Source: an optimization exercise on an open RTL-to-GDS flow (aim: small area and a short achievable clock period). Production flows keep margins and buffers that such runs may drop. Where RTL was checked, it was by simulation tests only, not by an equivalence proof against the original. Power and IR drop assume default switching activity.

## run 1
## convPoolLayer
module convPoolLayer (
    input  logic               clock,
    input  logic               rstN,
    input  logic               pixValid,
    input  cnnPkg::pixelT      pixData,
    input  logic               coefValid,
    input  cnnPkg::coefWriteT  coefWr,
    output logic               poolValid,
    output cnnPkg::poolSampleT poolOut
);
export LEC_CHECK = 0
export CAP_MARGIN = 20
export CORE_MARGIN = 2
export CORE_UTILIZATION = 65
export CTS_CLUSTER_DIAMETER = 100
export CTS_CLUSTER_SIZE = 25
export SETUP_SLACK_MARGIN = 4.0
export SLEW_MARGIN = 20
export SYNTH_HIERARCHICAL = 1
create_clock -name core_clock -period 6.5 [get_ports {clock}]
run.sh (not shown) runs the stock make flow with config.mk's settings and CLKGATE_MAP_FILE= SYNTH_SCRIPT=/design/flow/synth_recipe.tcl, a recipe that flattens the netlist after the stock synthesis.
Run 1 finished every step from synthesis to the final layout, and the layout passed the timing, design-rule and antenna checks.
For run 2, these inputs were changed with respect to run 1:
--- a/flow/config.mk
+++ b/flow/config.mk
@@ -10,5 +10,3 @@
 export CORE_UTILIZATION = 65
-export CTS_CLUSTER_DIAMETER = 100
-export CTS_CLUSTER_SIZE = 25
-export SETUP_SLACK_MARGIN = 4.0
+export SETUP_SLACK_MARGIN = 4.3
 export SLEW_MARGIN = 20
==> summary.txt <==
- Setup slack of the critical path after layout in run 2 vs run 1: up 0.030 ns
- From run 1 to run 2 the numbers moved as follows: maximum clock frequency climbed 4.7 MHz, clock-pin slew reported for the worst setup and hold paths after clock tree synthesis saw a decrease.
- Power: run 2 vs run 1 up 3.6 mW
Inputs modified between run 2 and run 3:
--- a/flow/config.mk
+++ b/flow/config.mk
@@ -10,3 +10,5 @@
 export CORE_UTILIZATION = 65
-export SETUP_SLACK_MARGIN = 4.3
+export CTS_CLUSTER_DIAMETER = 80
+export CTS_CLUSTER_SIZE = 20
+export SETUP_SLACK_MARGIN = 3.6
 export SLEW_MARGIN = 20
==> summary.txt <==
Run 3 vs. run 2: global-route usage went down by 3.9 points.
Run 3 ended up with reg -> out as its critical path class; run 2 ended up with reg -> reg.
Between run 3 and run 2, area growth from synthesis to layout is lower for run 3, run 2 comes in above that.
Routed wirelength normalized by instance count | run 3 below run 2
Power density relative to cell area shrinks slightly when moving from run 2 to run 3.
Looking at run 3 and run 2, the die height is a wash.
Function was not checked in any run of this note: the RTL went through the layout flow alone.

Another version of the RTL of convPoolLayer (not shown whole).
Size: ~520 flip-flops, ~49 I/O pins, ~31000 sq um of cells after synthesis.
export LEC_CHECK = 0
export CAP_MARGIN = 20
export CORE_MARGIN = 2
export CORE_UTILIZATION = 40
export SETUP_SLACK_MARGIN = 4.2
export SLEW_MARGIN = 20
export SYNTH_HIERARCHICAL = 1
create_clock -name core_clock -period 6.5 [get_ports {clock}]
Rerun with:
Settings changed: SETUP_SLACK_MARGIN 4.2 to 3.5.
Setup slack degrades by 85 ps.
Total power came out lower by about 13%.
Cell area decreases by 11%.
Via count drops by about 6%.
Non-clock buffer count decreases by 169.
Utilization fell by 5.9 points.
Flip-flop and latch count does not change.
Sequential share of layout area rose by 4.0 points.
Global-route usage is lower by 2.2 points.
Function was not checked in any run of this note: the RTL went through the layout flow alone.

Setup of rev 12:
Another version of the RTL of convPoolLayer (not shown whole).
Size in the first run: about 2200 cells after synthesis, roughly 31000 um^2 of cells after synthesis.
==> flow/config.mk <==
export PLATFORM = sky130hd
export DESIGN_NAME = convPoolLayer
export DESIGN_NICKNAME = convPoolLayer
export VERILOG_FILES = /design/flow/design.v
export SDC_FILE = /design/flow/constraint.sdc
export NUM_CORES = 4
export LEC_CHECK = 0
export CAP_MARGIN = 20
export CORE_MARGIN = 2
export CORE_UTILIZATION = 65
export CTS_CLUSTER_DIAMETER = 80
export CTS_CLUSTER_SIZE = 20
export SETUP_SLACK_MARGIN = 3.9
export SLEW_MARGIN = 20
export SYNTH_HIERARCHICAL = 1
==> flow/constraint.sdc <==
create_clock -name core_clock -period 6.5 [get_ports {clock}]
set_input_delay 1.3000 -clock core_clock [delete_from_list [all_inputs] [get_ports {clock}]]
set_output_delay 1.3000 -clock core_clock [all_outputs]
set_load 0.01 [all_outputs]
[inputs] rev 13 vs rev 12
- setting TNS_END_PERCENT to 30 for the first time
- changing SETUP_SLACK_MARGIN from 3.9 to 4.0
- Starting density of the core came out exactly the same in rev 13 and rev 12.
- Looking at rev 13 and rev 12, the clock skew is a wash.
- Against rev 12, rev 13 reports a cell-internal power that is lower.
- Area added between synthesis and finish | rev 13 below rev 12
- The sum of routed wire length over all layers on rev 12 is in line with that on rev 13.
- Rev 12 has a lower highest clock frequency the design can meet than rev 13.

convPoolLayer, a different RTL version from the one above (not shown whole).
Size in the first run: ~2200 cells after synthesis, ~33000 um2 of cells after synthesis.
==> flow/design.v (excerpt) <==
module convPoolLayer (
    input  logic               clock,
    input  logic               rstN,
    input  logic               pixValid,
    input  cnnPkg::pixelT      pixData,
    input  logic               coefValid,
    input  cnnPkg::coefWriteT  coefWr,
    output logic               poolValid,
    output cnnPkg::poolSampleT poolOut
);
export LEC_CHECK = 0
export CAP_MARGIN = 20
export CORE_MARGIN = 2
export CORE_UTILIZATION = 65
export CTS_BUF_LIST = sky130_fd_sc_hd__clkbuf_4 sky130_fd_sc_hd__clkbuf_8
export SETUP_SLACK_MARGIN = 4.0
export SLEW_MARGIN = 20
export SYNTH_HIERARCHICAL = 1
create_clock -name core_clock -period 6.5 [get_ports {clock}]
The baseline completed with no timing, DRC or antenna violations.
==> next run, changes <==
--- a/flow/config.mk
+++ b/flow/config.mk
@@ -10,2 +10 @@
-export CORE_UTILIZATION = 65
-export CTS_BUF_LIST = sky130_fd_sc_hd__clkbuf_4 sky130_fd_sc_hd__clkbuf_8
+export CORE_UTILIZATION = 40
Effect:
- synthesized cell count stays the same
- area after synthesis stays the same
- die area climbs by 61%
- worst hold slack loses 15 ps

## red
convPoolLayer with an RTL version that a note above also has.
For scale: about 31000 sq um of cells after synthesis.
Settings: LEC_CHECK=0, CAP_MARGIN=20, CORE_MARGIN=2, CORE_UTILIZATION=65, CTS_CLUSTER_DIAMETER=80, CTS_CLUSTER_SIZE=20, SETUP_SLACK_MARGIN=4.1, SLEW_MARGIN=20, SYNTH_HIERARCHICAL=1; clock period 6.5 ns.
The final layout from red, which completed every stage, passed the timing, design-rule and antenna checks at the end of the flow.
What blue does differently from red at the input level:
# red
export LEC_CHECK = 0
export CAP_MARGIN = 20
export CORE_MARGIN = 2
export CORE_UTILIZATION = 65
export CTS_CLUSTER_DIAMETER = 80
export CTS_CLUSTER_SIZE = 20
export SETUP_SLACK_MARGIN = 4.1
export SLEW_MARGIN = 20
export SYNTH_HIERARCHICAL = 1
create_clock -name core_clock -period 6.5 [get_ports {clock}]
# blue
export LEC_CHECK = 0
export CAP_MARGIN = 20
export CORE_MARGIN = 2
export CORE_UTILIZATION = 75
export CTS_CLUSTER_DIAMETER = 80
export CTS_CLUSTER_SIZE = 20
export PLACE_DENSITY = 0.72
export SETUP_SLACK_MARGIN = 4.0
export SLEW_MARGIN = 20
export SYNTH_HIERARCHICAL = 1
create_clock -name core_clock -period 6.5 [get_ports {clock}]
## What came out
- Max non-clock buffer share of cell area across red and blue: red
- Diff red -> blue: met2 routed wirelength has increased, vertical die dimension fell by about 7%, detail-routed via count per cell saw an increase.
- Lower quantity of gates resized following cts among red and blue: blue
For green, these inputs were changed with respect to blue:
# blue
export LEC_CHECK = 0
export CAP_MARGIN = 20
export CORE_MARGIN = 2
export CORE_UTILIZATION = 75
export CTS_CLUSTER_DIAMETER = 80
export CTS_CLUSTER_SIZE = 20
export PLACE_DENSITY = 0.72
export SETUP_SLACK_MARGIN = 4.0
export SLEW_MARGIN = 20
export SYNTH_HIERARCHICAL = 1
create_clock -name core_clock -period 6.5 [get_ports {clock}]
# green
export LEC_CHECK = 0
export CAP_MARGIN = 20
export CORE_MARGIN = 2
export CORE_UTILIZATION = 65
export CTS_CLUSTER_DIAMETER = 80
export CTS_CLUSTER_SIZE = 20
export SETUP_SLACK_MARGIN = 4.0
export SLEW_MARGIN = 20
export SYNTH_HIERARCHICAL = 1
create_clock -name core_clock -period 6.5 [get_ports {clock}]
==> summary.txt <==
The sequential share of layout area of green and that of blue are within noise of each other.
Where wire length of the first global-routing pass is concerned, blue is outperformed by green.
Compared with blue, green shows a lower combinational power share.
Between blue and green, the power drawn by the clock network figures differ only marginally.
In terms of standby leakage power, blue and green differ only marginally.
Compared to blue, green was floorplanned on a bigger die.
Diff green and blue: transition time at the pin with the least slew margin lower in blue
Clock period minus final worst setup slack delta (green − blue): favourable
met4 as the uppermost metal layer occupied by signal nets was reported by green, and met5 by blue.

Another version of the RTL of convPoolLayer (not shown whole).
Size in the first run: ~2,200 cells after synthesis, about 49 I/O pins, about 31,000 sq um of cells after synthesis.
## convPoolLayer
module convPoolLayer (
    input  logic               clock,
    input  logic               rstN,
    input  logic               pixValid,
    input  cnnPkg::pixelT      pixData,
    input  logic               coefValid,
    input  cnnPkg::coefWriteT  coefWr,
    output logic               poolValid,
    output cnnPkg::poolSampleT poolOut
);
clock: 6.5 ns
lec_check: 0
cap_margin: 20
core_margin: 2
core_utilization: 65
cts_buf_list: sky130_fd_sc_hd__clkbuf_8 sky130_fd_sc_hd__clkbuf_16
cts_cluster_diameter: 80
cts_cluster_size: 20
setup_slack_margin: 4.0
slew_margin: 20
synth_hierarchical: 1
Change:
- CTS_BUF_LIST: sky130_fd_sc_hd__clkbuf_8 sky130_fd_sc_hd__clkbuf_16 -> not set
After rerunning:
- The changed run ran to the end with no violations
- global-route usage stays the same
- clock-buffer cell count rose by 22
- die area stays the same
- clock skew hardly moves
- first-iteration DRC count rose by about 1.3%
- design area does not change
- maximum frequency stays flat
- non-clock buffer count stays the same
- area after synthesis stays the same

convPoolLayer, a different RTL version from the one above (not shown whole).
For scale: about 2200 cells after synthesis, roughly 540 flip-flops, ~31000 µm² of cells after synthesis.
==> flow/config.mk <==
export PLATFORM = sky130hd
export DESIGN_NAME = convPoolLayer
export DESIGN_NICKNAME = convPoolLayer
export VERILOG_FILES = /design/flow/design.v
export SDC_FILE = /design/flow/constraint.sdc
export NUM_CORES = 4
export LEC_CHECK = 0
export CAP_MARGIN = 20
export CORE_MARGIN = 2
export CORE_UTILIZATION = 40
export SETUP_SLACK_MARGIN = 2.5
export SLEW_MARGIN = 20
export SYNTH_HIERARCHICAL = 1
==> flow/constraint.sdc <==
create_clock -name core_clock -period 6.5 [get_ports {clock}]
set_input_delay 1.3000 -clock core_clock [delete_from_list [all_inputs] [get_ports {clock}]]
set_output_delay 1.3000 -clock core_clock [all_outputs]
set_load 0.01 [all_outputs]
Rerun with:
Settings changed: SETUP_SLACK_MARGIN 2.5 to 3.5.
Outcome: Flip-flop and latch count does not change. Cell area climbs by 5.4%. Die area does not change. Sequential power drops by about 0.7%. Worst hold slack is about the same. Wire length climbs by 4.4%. Critical path depth climbs by 2.
No run of this note included a check of the RTL's function; only the layout flow was run.

## static timing again, ports no longer ideal
How much do the figures lean on ideal ports? The routed layouts below were timed once more, with nothing changed but the port constraints. Step 1 assumes that a clkbuf_16 drives the clock port and a buf_2 every other input. Step 2 also shifts input and output timing later by t, the mid clock arrival at the registers, as if the neighbouring blocks saw the same clock. Three values: no drivers, after step 1, after step 2; two values: the first two.
| run | t, ns | slack for setup (ns) | worst setup path at the end | pins driven straight from the clock port |
|---|---|---|---|---|
| run 1 | 0.679 | 3.956 / 3.956 / 3.461 | input to register | 1 |
| run 2 | 0.666 | 3.986 / 3.986 / 3.782 | input to register | 1 |
| run 3 | 0.654 | 3.690 / 3.629 / 3.249 | input to register | 1 |
| the first run of note 2 | 0.681 | 3.457 / 3.457 / 3.457 | register to register | 1 |
| the second run of note 2 | 0.674 | 3.371 / 3.371 / 3.114 | input to register | 1 |
| rev 12 | 0.639 | 3.940 / 3.880 / 3.514 | input to register | 1 |
| rev 13 | 0.639 | 3.952 / 3.891 / 3.506 | input to register | 1 |
| the first run of note 4 | 0.774 | 3.905 / 3.905 / 3.475 | input to register | 1 |
| the second run of note 4 | 0.691 | 3.952 / 3.952 / 3.447 | input to register | 1 |
| red | 0.638 | 3.966 / 3.948 / 3.636 | input to register | 1 |
| blue | 0.643 | 3.928 / 3.868 / 3.483 | input to register | 1 |
| green | 0.639 | 4.018 / 3.957 / 3.508 | input to register | 1 |
| the first run of note 6 | 0.636 | 4.040 / 3.980 / 3.521 | input to register | 1 |
| the second run of note 6 | 0.636 | 4.040 / 3.981 / 3.533 | input to register | 1 |
| the first run of note 7 | 0.681 | 2.870 / 2.870 / 2.870 | register to register | 1 |
| the second run of note 7 | 0.691 | 3.259 / 3.259 / 3.244 | input to register | 1 |
After both steps every run listed still meets setup and hold. The setup slack of the first run of note 6, which loses most, moves by -0.060 ns with the drivers and by -0.519 ns with both steps.
